This is an optimization exercise on Yosys and OpenROAD, whose aim is small area, a short achievable clock period and few clock cycles, not a production implementation. At most, simulation tests tie the RTL to the original design; equivalence was not proved. Power is estimated from default activity; no workload was simulated.

// mem_subsystem
module mem_subsystem (
    input  logic        clk_in,
    input  logic        rst_in,
    input  logic        rdy_in,
    input  logic [31:0] fetch_addr,
    output logic        fetch_hit,
    output logic [31:0] fetch_inst,
    input  logic        ld_valid,
    input  logic [31:0] ld_addr,
    input  logic [1:0]  ld_len,
    input  logic        ld_sext,
    input  logic [3:0]  ld_tag_in,
    output logic        ld_full,
    output logic        ld_done,
    output logic [31:0] ld_data,
    output logic [3:0]  ld_tag,
    input  logic        st_valid,
    input  logic [31:0] st_addr,
    input  logic [31:0] st_data,
    input  logic [1:0]  st_len,
    output logic        st_full,
    output logic        st_done,
    input  logic        io_buffer_full,
    input  logic [7:0]  mem_din,
    output logic [7:0]  mem_dout,
    output logic [31:0] mem_a,
    output logic        mem_wr
);
    logic        fm;
    logic        lm;
    logic        sm;
    logic [15:0] ra;
    logic [2:0]  rb;
    logic        dv;       
    logic [23:0] w;
    logic [1:0]  k;        
    logic [1:0]  last;     
    logic        sext_q;
    logic        st_done_q;
    logic        io_ok;    
    logic        hr;       
    logic        fetch_mode;
    logic        st_io;
    logic        ld_acc;
    logic        st_acc;
    logic        acc;
    logic        wide;
    logic        match;
    logic        cap;
    logic        restart;
    logic [17:0] port_a;
    logic [2:0]  rb_next;
    logic [31:0] raw;
    assign fetch_mode = fm;
    assign st_io = (st_addr[17:16] == 2'b11);
    assign ld_full = !fetch_mode;
    assign st_full = !fetch_mode || ld_valid || (st_io && !io_ok);
    assign ld_acc = fetch_mode && ld_valid;
    assign st_acc = fetch_mode && st_valid && !ld_valid && (io_ok || !st_io);
  ...
For scale: ~470 cells after synthesis, roughly 270 I/O pins.
==> flow/config.mk <==
export PLATFORM = sky130hd
export DESIGN_NAME = mem_subsystem
export DESIGN_NICKNAME = mem_subsystem
export VERILOG_FILES = /design/flow/design.v
export SDC_FILE = /design/flow/constraint.sdc
export NUM_CORES = 4
export LEC_CHECK = 0
export CAP_MARGIN = 20
export CORE_MARGIN = 2
export CORE_UTILIZATION = 40
export SETUP_SLACK_MARGIN = 2.95
export SLEW_MARGIN = 20
==> flow/constraint.sdc <==
create_clock -name core_clock -period 7.0 [get_ports {clk_in}]
set_input_delay 1.4000 -clock core_clock [delete_from_list [all_inputs] [get_ports {clk_in}]]
set_output_delay 1.4000 -clock core_clock [all_outputs]
set_load 0.01 [all_outputs]
standard.sh (not shown) runs the stock make flow with config.mk's settings and CLKGATE_MAP_FILE= SYNTH_SCRIPT=/design/flow/synth_recipe.tcl, a recipe that flattens the netlist after the stock synthesis.
==> flow/flow/run.sh <==
#!/bin/bash
# Standard layout, with the port buffers made from the smallest buffer cell and
# a clock tree of small buffers without dummy loads.
export BUFFER_PORTS_ARGS="-buffer_cell sky130_fd_sc_hd__buf_1"
export CTS_ARGS="-sink_clustering_enable -repair_clock_nets -dont_use_dummy_load -buf_list {sky130_fd_sc_hd__clkbuf_4 sky130_fd_sc_hd__clkbuf_8}"
bash standard.sh > standard.log 2>&1
Testbench counts at the start, summed over its fixed seeds: cycles 24,615.
Edit:
==> flow/flow/run.sh (replaced) <==
#!/bin/bash
# Standard layout, with the port buffers made from the smallest buffer cell and
# a clock tree of small buffers without dummy loads; the constant outputs
# share one tie cell.
export BUFFER_PORTS_ARGS="-buffer_cell sky130_fd_sc_hd__buf_1"
export CTS_ARGS="-sink_clustering_enable -repair_clock_nets -dont_use_dummy_load -buf_list {sky130_fd_sc_hd__clkbuf_4 sky130_fd_sc_hd__clkbuf_8}"
export SKIP_REPAIR_TIE_FANOUT=1
bash standard.sh > standard.log 2>&1
- SETUP_SLACK_MARGIN: 2.95 -> 3
Outcome:
- The new run went through all stages and came out clean
- power grows by 3.1%
- global-route usage is lower by 0.33 points
- design area rose by 3.5%
- setup slack is better by 41 ps
- synthesized cell count is unchanged


## job 7556
Starting RTL as in the previous note.
Design mem_subsystem, start of the top module:
module mem_subsystem (
    input  logic        clk_in,
    input  logic        rst_in,
    input  logic        rdy_in,
    input  logic [31:0] fetch_addr,
    output logic        fetch_hit,
    output logic [31:0] fetch_inst,
    input  logic        ld_valid,
    input  logic [31:0] ld_addr,
    input  logic [1:0]  ld_len,
    input  logic        ld_sext,
    input  logic [3:0]  ld_tag_in,
    output logic        ld_full,
    output logic        ld_done,
    output logic [31:0] ld_data,
    output logic [3:0]  ld_tag,
    input  logic        st_valid,
    input  logic [31:0] st_addr,
    input  logic [31:0] st_data,
    input  logic [1:0]  st_len,
    output logic        st_full,
    output logic        st_done,
    input  logic        io_buffer_full,
    input  logic [7:0]  mem_din,
    output logic [7:0]  mem_dout,
    output logic [31:0] mem_a,
    output logic        mem_wr
);
clock: 7.0 ns
lec_check: 0
cap_margin: 20
core_margin: 2
core_utilization: 40
setup_slack_margin: 3.1
slew_margin: 20
==> flow/flow/run.sh <==
#!/bin/bash
# Standard layout, with the port buffers made from the smallest buffer cell and
# a clock tree of small buffers without dummy loads.
export BUFFER_PORTS_ARGS="-buffer_cell sky130_fd_sc_hd__buf_1"
export CTS_ARGS="-sink_clustering_enable -repair_clock_nets -dont_use_dummy_load -buf_list {sky130_fd_sc_hd__clkbuf_4 sky130_fd_sc_hd__clkbuf_8}"
bash standard.sh > standard.log 2>&1
Testbench counts of job 7556, summed over its fixed seeds: cycles 24,615.
#### Input delta (job 5500 over job 7556)
diff --git a/flow/config.mk b/flow/config.mk
--- a/flow/config.mk
+++ b/flow/config.mk
@@ -10,3 +10,3 @@
 export CORE_UTILIZATION = 40
-export SETUP_SLACK_MARGIN = 3.1
+export SETUP_SLACK_MARGIN = 2.85
 export SLEW_MARGIN = 20
[summary]
On timing-limited maximum frequency, the lower figure sits with job 5500, not job 7556.
Job 7556 and job 5500 ended up with roughly the same HPWL after detailed placement.
Taking job 7556 as the reference, in job 5500 total length of routed met3 wires dropped about 7%; portion of total power attributed to the clock network climbed 1.3 points; cell count dropped about 2.3%; detailed-routed wire length on met2 dropped about 3%.
Minimum clock period on job 5500 is up relative to job 7556.
Compared job 5500 against job 7556; pin count of the biggest net entering global routing within noise.
In job 5500, the signed area change from the synthesized netlist to the final layout came out 12 points below the value in job 7556.
The following lists how job 1003 was set up differently from job 5500:
diff --git a/flow/config.mk b/flow/config.mk
--- a/flow/config.mk
+++ b/flow/config.mk
@@ -9,4 +9,4 @@
 export CORE_MARGIN = 2
-export CORE_UTILIZATION = 40
-export SETUP_SLACK_MARGIN = 2.85
+export CORE_UTILIZATION = 45
+export SETUP_SLACK_MARGIN = 3
 export SLEW_MARGIN = 20
==> summary.txt <==
Instance count of the mapped netlist came out exactly the same in job 5500 and job 1003. Wire length per cell, job 5500 and job 1003: lower on job 1003. In the flow results for job 5500 and job 1003, the combinational power share is smaller on job 5500.
Here is what was changed in the inputs of job 3755 compared with job 1003.
diff --git a/flow/config.mk b/flow/config.mk
--- a/flow/config.mk
+++ b/flow/config.mk
@@ -9,3 +9,3 @@
 export CORE_MARGIN = 2
-export CORE_UTILIZATION = 45
+export CORE_UTILIZATION = 40
 export SETUP_SLACK_MARGIN = 3
[summary]
Setup WNS job 1003 -> job 3755: better. Diff job 1003 and job 3755: wire length higher in job 3755. | worst hold slack | job 3755 vs job 1003 | worse |. Of the two values seen for last element of the critical path, mem_a[7] was produced by job 3755 and mem_a[16] by job 1003. Total power of the final layout (job 3755 over job 1003): decrease, about 2.2%. Job 1003 → job 3755: worst clock skew +0.019 ns; maximum buffer depth of the clock tree ~0 delta. Between job 1003 and job 3755, the flow reports cell area decreasing by a few percent.


The RTL this note starts from:
==> flow/design.v <==
`timescale 1ns/1ps
package mem_req_pkg;
    typedef logic [31:0] addr_t;
    typedef logic [31:0] word_t;
    typedef logic [3:0] tag_t;
    typedef logic [1:0] access_len_t;
    localparam access_len_t LEN_BYTE = 2'd0;
    localparam access_len_t LEN_HALF = 2'd1;
    localparam access_len_t LEN_WORD = 2'd3;
    typedef struct packed {
        addr_t       addr;
        access_len_t len;
        logic        sext;
        tag_t        tag;
    } load_req_t;
    typedef struct packed {
        addr_t       addr;
        word_t       data;
        access_len_t len;
    } store_req_t;
endpackage
`timescale 1ns/1ps
package icache_pkg;
    localparam int OFFSET_BITS = $clog2(8);
    localparam int INDEX_BITS = $clog2(16);
    localparam int TAG_BITS = 18 - INDEX_BITS - OFFSET_BITS;
    typedef logic [8*8-1:0] line_t;
    typedef logic [INDEX_BITS-1:0] index_t;
    typedef logic [TAG_BITS-1:0] cache_tag_t;
endpackage
`timescale 1ns/1ps
module mem_subsystem (
    input  logic        clk_in,
    input  logic        rst_in,
    input  logic        rdy_in,
    input  logic [31:0] fetch_addr,
    output logic        fetch_hit,
    output logic [31:0] fetch_inst,
    input  logic        ld_valid,
    input  logic [31:0] ld_addr,
    input  logic [1:0]  ld_len,
    input  logic        ld_sext,
    input  logic [3:0]  ld_tag_in,
    output logic        ld_full,
    output logic        ld_done,
    output logic [31:0] ld_data,
    output logic [3:0]  ld_tag,
    input  logic        st_valid,
    input  logic [31:0] st_addr,
    input  logic [31:0] st_data,
    input  logic [1:0]  st_len,
    output logic        st_full,
    output logic        st_done,
    input  logic        io_buffer_full,
    input  logic [7:0]  mem_din,
    output logic [7:0]  mem_dout,
    output logic [31:0] mem_a,
    output logic        mem_wr
);
    localparam logic [1:0] M_FETCH = 2'd0;
    localparam logic [1:0] M_LOAD  = 2'd1;
    localparam logic [1:0] M_STORE = 2'd2;
    logic [1:0]  mode;
    logic [17:0] ma;       
    logic [31:0] w;        
    logic [15:0] sa;       
    logic [1:0]  n;        
    logic        dv;       
    logic [1:0]  k;        
    logic [1:0]  last;     
    logic        sext_q;
    logic        st_done_q;
    logic        io_ok;    
    logic        fetch_mode;
    logic        st_io;
    logic        ld_acc;
    logic        st_acc;
    logic        addr_match;
    logic        cap;
    logic        wide_acc;
    logic [1:0]  n_cap;
    logic [1:0]  n_keep;
    logic [17:0] ma_inc;
    logic [17:0] resume;
    logic [31:0] raw;
    assign fetch_mode = (mode == M_FETCH);
    assign st_io = (st_addr[17:16] == 2'b11);
    assign ld_full = !fetch_mode;
    assign st_full = !fetch_mode || ld_valid || (st_io && !io_ok);
    assign ld_acc = fetch_mode && ld_valid;
    assign st_acc = fetch_mode && st_valid && !ld_valid && (io_ok || !st_io);
    assign wide_acc = (ld_acc && ld_len != 2'd0) || (st_acc && st_len != 2'd0);
    assign addr_match = (fetch_addr[17:2] == sa);
    assign cap = dv && addr_match;
    assign fetch_hit = fetch_mode && cap && (n == 2'd3);
    assign fetch_inst = {mem_din, w[23:0]};
    assign n_cap = n + {1'b0, cap};
    assign n_keep = (n_cap == 2'd0 || (cap && n == 2'd3)) ? 2'd0 : 2'd1;
    assign mem_a = {14'd0, ld_acc ? ld_addr[17:0] : st_acc ? st_addr[17:0] : ma};
    assign ma_inc = mem_a[17:0] + 18'd1;
    assign mem_wr = (mode == M_STORE) || st_acc;
    assign mem_dout = fetch_mode ? st_data[7:0] : w[15:8];
    assign st_done = st_done_q;
    assign resume = {fetch_addr[17:2], addr_match ? n : 2'd0};
    assign ld_done = (mode == M_LOAD) && (k == last);
    always_comb begin
        case (last)
            2'd0: raw = {{24{sext_q & mem_din[7]}}, mem_din};
            2'd1: raw = {{16{sext_q & mem_din[7]}}, mem_din, w[31:24]};
            default: raw = {mem_din, w[31:8]};
        endcase
    end
    assign ld_data = raw;
    always_ff @(posedge clk_in) begin
        if (rdy_in) begin
            io_ok <= !io_buffer_full;
        end
    end
    always_ff @(posedge clk_in) begin
        if (rst_in) begin
            mode <= M_FETCH;
            n <= 2'd0;
            dv <= 1'b0;
            st_done_q <= 1'b0;
            sa <= fetch_addr[17:2];
            ma <= {fetch_addr[17:2], 2'b00};
        end else if (rdy_in) begin
            st_done_q <= 1'b0;
            case (mode)
                M_FETCH: begin
                    if (!addr_match) begin
                        sa <= fetch_addr[17:2];
                        n <= 2'd0;
                        dv <= 1'b0;
                        ma <= {fetch_addr[17:2], 2'b00};
                    end else begin
                        if (cap) begin
                            w[n*8 +: 8] <= mem_din;
                            n <= n + 2'd1;
                            if (n == 2'd3) begin
                                sa <= ma[17:2];
                            end
                        end
                        if (ld_acc || st_acc) begin
                            dv <= 1'b0;
                        end else begin
                            dv <= 1'b1;
                            ma <= ma_inc;
                        end
                        if (wide_acc) begin
                            n <= n_keep;
                            if (cap && n == 2'd3) begin
                                sa <= ma[17:2];
                            end
                        end
                    end
                    if (ld_acc) begin
                        mode <= M_LOAD;
                        k <= 2'd0;
                        last <= ld_len;
                        sext_q <= ld_sext;
                        ld_tag <= ld_tag_in;
                        if (ld_len != 2'd0) begin
                            ma <= ma_inc;
                        end
                    end else if (st_acc) begin
                        if (st_len != 2'd0) begin
                            mode <= M_STORE;
                            ma <= ma_inc;
                            w[31:8] <= st_data[31:8];
                            k <= 2'd1;
                            last <= st_len;
                        end else begin
                            st_done_q <= 1'b1;
                        end
                    end
                end
                M_LOAD: begin
                    if (k == last) begin
                        mode <= M_FETCH;
                        if (!addr_match) begin
                            sa <= fetch_addr[17:2];
                            n <= 2'd0;
                            dv <= 1'b0;
                            ma <= {fetch_addr[17:2], 2'b00};
                        end else begin
                            dv <= 1'b1;
                            ma <= ma_inc;
                        end
                    end else begin
                        k <= k + 2'd1;
                        w[31:8] <= {mem_din, w[31:16]};
                        if (k + 2'd1 == last) begin
                            sa <= fetch_addr[17:2];
                            n <= resume[1:0];
                            ma <= resume;
                        end else begin
                            ma <= ma_inc;
                        end
                    end
                end
                default: begin
                    if (k == last) begin
                        mode <= M_FETCH;
                        st_done_q <= 1'b1;
                        sa <= fetch_addr[17:2];
                        n <= resume[1:0];
                        ma <= resume;
                    end else begin
                        k <= k + 2'd1;
                        ma <= ma_inc;
                        w[31:8] <= {8'd0, w[31:16]};
                    end
                end
            endcase
        end
    end
endmodule
Settings: LEC_CHECK=0, CAP_MARGIN=20, CORE_MARGIN=2, CORE_UTILIZATION=40, SETUP_SLACK_MARGIN=3, SLEW_MARGIN=20; clock period 7.0 ns.
run.sh (not shown) runs the stock make flow with config.mk's settings and CLKGATE_MAP_FILE= SYNTH_SCRIPT=/design/flow/synth_recipe.tcl, a recipe that flattens the netlist after the stock synthesis.
Stock flow here: none of the scripts above is used.
The first run completed without violations.
Edit:
==> flow/flow/run.sh (new file) <==
#!/bin/bash
# Standard layout, with the port buffers made from the smallest buffer cell.
export BUFFER_PORTS_ARGS="-buffer_cell sky130_fd_sc_hd__buf_1"
bash standard.sh > standard.log 2>&1
==> flow/standard.sh (new file) <==
#!/bin/bash
# synth_recipe.tcl (not shown) runs the flow's synth.tcl, then flattens the netlist and writes it again
# the make line also repeats each setting of config.mk as NAME=value (left out here)
make -C /OpenROAD-flow-scripts/flow DESIGN_CONFIG=/design/flow/config.mk WORK_HOME=/design/flow/orfs CLKGATE_MAP_FILE= SYNTH_SCRIPT=/design/flow/synth_recipe.tcl "${@:-finish}"
removed: flow/run.sh
After rerunning: Worst setup slack degrades by 67 ps. Non-clock buffer count goes down by 80. First-iteration DRC count goes down by a quarter to a third.
No run of this note included a check of the RTL's function; only the layout flow was run.


== run B ==
mem_subsystem, a different RTL version from the one above (not shown whole).
Size in the first run: ~270 I/O pins.
==> flow/design.v (excerpt) <==
module mem_subsystem (
    input  logic        clk_in,
    input  logic        rst_in,
    input  logic        rdy_in,
    input  logic [31:0] fetch_addr,
    output logic        fetch_hit,
    output logic [31:0] fetch_inst,
    input  logic        ld_valid,
    input  logic [31:0] ld_addr,
    input  logic [1:0]  ld_len,
    input  logic        ld_sext,
    input  logic [3:0]  ld_tag_in,
    output logic        ld_full,
    output logic        ld_done,
    output logic [31:0] ld_data,
    output logic [3:0]  ld_tag,
    input  logic        st_valid,
    input  logic [31:0] st_addr,
    input  logic [31:0] st_data,
    input  logic [1:0]  st_len,
    output logic        st_full,
    output logic        st_done,
    input  logic        io_buffer_full,
    input  logic [7:0]  mem_din,
    output logic [7:0]  mem_dout,
    output logic [31:0] mem_a,
    output logic        mem_wr
);
    logic        fm;
    logic        lm;
    logic        sm;
    logic [15:0] ra;
    logic [2:0]  rb;
    logic        dv;       
    logic [23:0] w;
    logic [1:0]  k;        
    logic [1:0]  last;     
    logic        sext_q;
  ...
Settings: LEC_CHECK=0, CAP_MARGIN=20, CORE_MARGIN=2, CORE_UTILIZATION=35, SETUP_SLACK_MARGIN=3, SLEW_MARGIN=20; clock period 7.0 ns.
standard.sh (not shown) runs the stock make flow with config.mk's settings and CLKGATE_MAP_FILE= SYNTH_SCRIPT=/design/flow/synth_recipe.tcl, a recipe that flattens the netlist after the stock synthesis.
==> flow/flow/run.sh <==
#!/bin/bash
# Standard layout, with the port buffers made from the smallest buffer cell and
# a clock tree of small buffers without dummy loads.
export BUFFER_PORTS_ARGS="-buffer_cell sky130_fd_sc_hd__buf_1"
export CTS_ARGS="-sink_clustering_enable -repair_clock_nets -dont_use_dummy_load -buf_list {sky130_fd_sc_hd__clkbuf_4 sky130_fd_sc_hd__clkbuf_8}"
bash standard.sh > standard.log 2>&1
## Diff of input files: run A against run B
# run B
export LEC_CHECK = 0
export CAP_MARGIN = 20
export CORE_MARGIN = 2
export CORE_UTILIZATION = 35
export SETUP_SLACK_MARGIN = 3
export SLEW_MARGIN = 20
create_clock -name core_clock -period 7.0 [get_ports {clk_in}]
# run A
export LEC_CHECK = 0
export CAP_MARGIN = 20
export CORE_MARGIN = 2
export CORE_UTILIZATION = 40
export SETUP_SLACK_MARGIN = 3
export SLEW_MARGIN = 20
create_clock -name core_clock -period 7.0 [get_ports {clk_in}]
Notes after the runs:
The post-synthesis to final-layout area growth of run A and that of run B are within noise of each other.
Diff run B -> run A: share of the final layout cell area in sequential cells essentially unchanged, hold slack increased 0.017 ns, cell leakage power increased 0.013 nW, clock network fraction of total power decreased 0.7 points.
Relative contribution of combinational cells to total power: run A vs run B up 0.5 points
Function was not checked in any run of this note: the RTL went through the layout flow alone.

## port drivers added, routing unchanged
The flow's constraints put no driver on any port. The routed layouts listed below were extracted and timed again, unchanged, in two steps.
Step 1 sets driving cells, clkbuf_16 on the clock port and buf_2 on the other inputs (assumed; they add their load-dependent delay and slew).
Step 2 moves the port delays by t, midway between the first and last clock arrival at a register: inputs arrive t later, outputs are due t later. That takes back most of the time a late clock gives input paths.
Three values: no drivers, after step 1, after step 2; two values: the first two.
run	t, ns	setup slack, ns	hold WS [ns]	worst data-port slew with drivers (ns)
the first run of note 1	0.362	2.948 / 2.928 / 2.928	0.459 / 0.459 / 0.459	0.07
the second run of note 1	0.361	2.989 / 2.957 / 2.944	0.456 / 0.456 / 0.456	0.06
job 7556	0.353	3.031 / 2.992 / 2.889	0.488 / 0.488 / 0.488	0.06
job 5500	0.365	2.917 / 2.896 / 2.896	0.457 / 0.457 / 0.457	0.06
job 1003	0.374	2.980 / 2.956 / 2.956	0.472 / 0.472 / 0.472	0.05
job 3755	0.364	2.984 / 2.948 / 2.910	0.459 / 0.459 / 0.459	0.06
the first run of note 3	0.402	2.799 / 2.724 / 2.495	0.507 / 0.507 / 0.507	0.11
the second run of note 3	0.393	2.732 / 2.691 / 2.393	0.531 / 0.531 / 0.531	0.06
run B	0.385	2.828 / 2.808 / 2.550	0.487 / 0.487 / 0.487	0.08
run A	0.360	2.838 / 2.778 / 2.531	0.503 / 0.503 / 0.503	0.12
After both steps every run listed still meets setup and hold. For the second run of note 3, which loses most, drivers alone change the setup slack by -0.041 ns; drivers and shift together by -0.339 ns.
